Background: an optimization exercise with open tools, aiming at small area, a short achievable clock period and few clock cycles. Do not read the settings as production practice. In this exercise RTL edits were held to simulation tests only and were not proved equivalent to the original. No activity file was given, so power comes from the tool's default toggle rates.

Setup of TR:
Design rgb_led_fade_blink_driver_core, start of the top module:
module rgb_led_fade_blink_driver_core (
  input  logic        clk,
  input  logic        rst_n,
  input  logic        cfg_we,
  input  logic        cfg_wdata,    
  input  logic        in_tvalid,
  output logic        in_tready,
  input  logic [71:0] in_tdata,
  input  logic [2:0]  in_tuser,     
  output logic        out_tvalid,
  input  logic        out_tready,
  output logic [23:0] out_tdata,    
  output logic [1:0]  out_tuser     
);
For scale: about 3100 cells after synthesis, about 220 flip-flops, about 110 I/O pins, roughly 0.021 sq mm of cells after synthesis.
make LEC_CHECK=0 ABC_AREA=1 CAP_MARGIN=20 CORE_MARGIN=2 CORE_UTILIZATION=40 SETUP_SLACK_MARGIN=3.2 SLEW_MARGIN=20 finish   # period 7.0 ns
run.sh (not shown) runs the stock make flow with config.mk's settings and CLKGATE_MAP_FILE= SYNTH_SCRIPT=/design/flow/synth_recipe.tcl, a recipe that flattens the netlist after the stock synthesis.
Testbench counts of TR, summed over its fixed seeds: cycles 31,785.
Inputs modified between TR and MS:
Settings: clearing SETUP_SLACK_MARGIN, which used to be 3.2; putting ABC_CLOCK_PERIOD_IN_PS at 4500 where nothing was set.
## What came out
- TR → MS: ratio of cells with drive above 1 in the final layout went down, setup slack on the worst flop-to-flop path went down by 1.35 ns, final routed wirelength across all metal layers shows a reduction of about 3.3%, area added between synthesis and finish went down.
- Comparing MS with TR, the number of signal-net inverters in the final layout came out essentially unchanged.


== wip/cedar ==
Starting RTL as in the previous note.
clock: 7.0 ns
lec_check: 0
abc_area: 1
cap_margin: 20
core_margin: 2
core_utilization: 55
setup_slack_margin: 3.5
slew_margin: 20
wip/cedar: all stages complete, timing, DRC and antenna checks passed
Testbench counts of wip/cedar, summed over its fixed seeds: cycles 31,785.
### wip/cedar -> wip/willow
diff --git a/flow/config.mk b/flow/config.mk
--- a/flow/config.mk
+++ b/flow/config.mk
@@ -10,4 +10,4 @@
 export CORE_MARGIN = 2
-export CORE_UTILIZATION = 55
-export SETUP_SLACK_MARGIN = 3.5
+export CORE_UTILIZATION = 40
+export SETUP_SLACK_MARGIN = 3.1
 export SLEW_MARGIN = 20
### Flow results
For wip/cedar, the path type of the worst setup path was reg2reg, unlike wip/willow, where it was reg2out. wip/willow vs. wip/cedar: combinational share of power shrank by 5.2 points, number of inserted diodes went down 1, non-clock buffer total of the final layout decreased by 98 relative to the old numbers, final design utilization -25 points. Taking wip/cedar as the reference, in wip/willow final critical delay including setup and external delays picked up an extra 0.15 ns; design area lost 9.1%; met1 usage lost 13 points. Global-route wire length before repair (wip/willow vs. wip/cedar) decreases slightly.
Input-level comparison between wip/onyx and wip/willow:
diff --git a/flow/config.mk b/flow/config.mk
--- a/flow/config.mk
+++ b/flow/config.mk
@@ -11,3 +11,3 @@
 export CORE_UTILIZATION = 40
-export SETUP_SLACK_MARGIN = 3.1
+export SETUP_SLACK_MARGIN = 3.5
 export SLEW_MARGIN = 20
## What came out
Compared with wip/willow, wip/onyx is hungrier on power.
Core utilization for wip/onyx is higher than for wip/willow.
Against wip/willow, wip/onyx reports a worst hold margin that is higher.
Going from wip/willow to wip/onyx, setup slack now sits higher; maximum frequency saw an increase; share of total power in combinational logic increased 3.3 points; final cell count without fillers grew by 65; sequential logic power barely changed.
Measured against wip/onyx, the routed wire length of wip/willow comes out at 0.945 times the reference value.
wip/onyx ended with less relative contribution of the clock network to total power than wip/willow.
Comparing wip/onyx and wip/willow, the lower register-to-register slack was measured on wip/willow.
diff inputs: wip/onyx => wip/ember
diff --git a/flow/config.mk b/flow/config.mk
--- a/flow/config.mk
+++ b/flow/config.mk
@@ -11,3 +11,3 @@
 export CORE_UTILIZATION = 40
-export SETUP_SLACK_MARGIN = 3.5
+export SETUP_SLACK_MARGIN = 2.5
 export SLEW_MARGIN = 20
--- outcome ---
Combinational fraction of design power, wip/onyx and wip/ember, lower one = wip/ember. Relative to wip/onyx, sequential share of layout area has gone up in wip/ember. [diff] power, wip/ember relative to wip/onyx: improvement. From wip/onyx to wip/ember the numbers moved as follows: clock group share of total power grew by 1.4 points, post-layout instance area shrank by 11%.
diff inputs: wip/ember => wip/sierra
diff --git a/flow/config.mk b/flow/config.mk
--- a/flow/config.mk
+++ b/flow/config.mk
@@ -11,3 +11,3 @@
 export CORE_UTILIZATION = 40
-export SETUP_SLACK_MARGIN = 2.5
+export SETUP_SLACK_MARGIN = 3.3
 export SLEW_MARGIN = 20
### Flow results
- Result: PASS for each of wip/ember and wip/sierra
- wip/sierra vs. wip/ember: design internal power went up by 14%.
- sky130_fd_sc_hd__clkdlybuf4s50_1 as the cell with the largest stage delay on the worst path was reported by wip/ember, and sky130_fd_sc_hd__dlygate4sd2_1 by wip/sierra.
- wip/sierra vs wip/ember, portion of total power attributed to combinational logic went up by 3.9 points.
- wip/sierra ends up with higher fmax than wip/ember does.
- [compare] base=wip/ember new=wip/sierra: clock latency on the worst-skew pair level; final worst setup slack moved up; detailed-route wire length +2.5 mm; final cell area excluding filler cells saw an increase; power saw an increase.
- In wip/sierra, the non-clock buffer instance count of the final layout came out 73 above the value in wip/ember.
- Via count delta (wip/sierra − wip/ember): unfavourable
> inputs changed (wip/sierra -> wip/harbor)
diff --git a/flow/config.mk b/flow/config.mk
--- a/flow/config.mk
+++ b/flow/config.mk
@@ -11,3 +11,3 @@
 export CORE_UTILIZATION = 40
-export SETUP_SLACK_MARGIN = 3.3
+export SETUP_SLACK_MARGIN = 3.4
 export SLEW_MARGIN = 20
## What came out
wip/harbor ran to completion and came out clean on the timing, DRC and antenna checks. Slew at the pin with the worst max-slew slack is higher on wip/sierra. Changes observed in wip/harbor relative to wip/sierra: cell area after placement closely matched the old numbers; routed wire length increased by about 2.7% relative to the old numbers; post-layout worst setup margin increased by 0.0038 ns relative to the old numbers; number of gates resized after CTS increased by about 70% relative to the old numbers; via count increased by about 1.2% relative to the old numbers.


rgb_led_fade_blink_driver_core again, from the RTL that the note above started with.
Settings: LEC_CHECK=0, ABC_AREA=1, CAP_MARGIN=20, CORE_MARGIN=2, CORE_UTILIZATION=40, SETUP_SLACK_MARGIN=3.7, SLEW_MARGIN=20; clock period 7.0 ns.
Testbench counts at the start, summed over its fixed seeds: cycles 31,785.
Rerun with:
- SETUP_SLACK_MARGIN: 3.7 -> unset
- via count decreases by 6.4%
- die area is unchanged
- utilization is lower by 8.6 points
- fmax decreases by 28%
- synthesized area does not change
- flip-flop and latch count does not change
- global-route usage decreases by 2.2 points
- non-clock buffer count came out lower by 165

==> what the ideal ports hide <==
The flow's constraints put no driver on any port. The routed layouts listed below were extracted and timed again, unchanged, in two steps. Step 1 sets driving cells, clkbuf_16 on the clock port and buf_2 on the other inputs (assumed; they add their load-dependent delay and slew). Step 2, shift: input delay + t, output delay - t, t = (earliest + latest rising clock arrival at the registers) / 2. This alone moves slack from input paths to output paths. a / b / c = ideal ports / drivers / drivers and shift; a / b = the first two.
run	t (ns)	setup slack, ns	hold WS [ns]
TR	0.607	3.301 / 3.244 / 2.814	0.474 / 0.474 / 0.474
MS	0.608	2.022 / 2.022 / 1.740	0.472 / 0.472 / 0.472
wip/cedar	0.603	3.356 / 3.332 / 2.984	0.493 / 0.493 / 0.493
wip/willow	0.607	3.210 / 3.152 / 2.679	0.478 / 0.478 / 0.478
wip/onyx	0.631	3.390 / 3.347 / 2.861	0.485 / 0.485 / 0.485
wip/ember	0.606	2.574 / 2.535 / 2.114	0.472 / 0.472 / 0.472
wip/sierra	0.609	3.373 / 3.337 / 2.839	0.488 / 0.488 / 0.488
wip/harbor	0.603	3.377 / 3.321 / 2.897	0.481 / 0.481 / 0.481
the first run of note 3	0.628	3.409 / 3.353 / 3.001	0.486 / 0.486 / 0.486
the second run of note 3	0.608	2.022 / 2.022 / 1.740	0.472 / 0.472 / 0.472
After both steps setup and hold are still met in every run listed. The setup slack of wip/sierra, which loses most, moves by -0.036 ns with the drivers and by -0.534 ns with both steps.
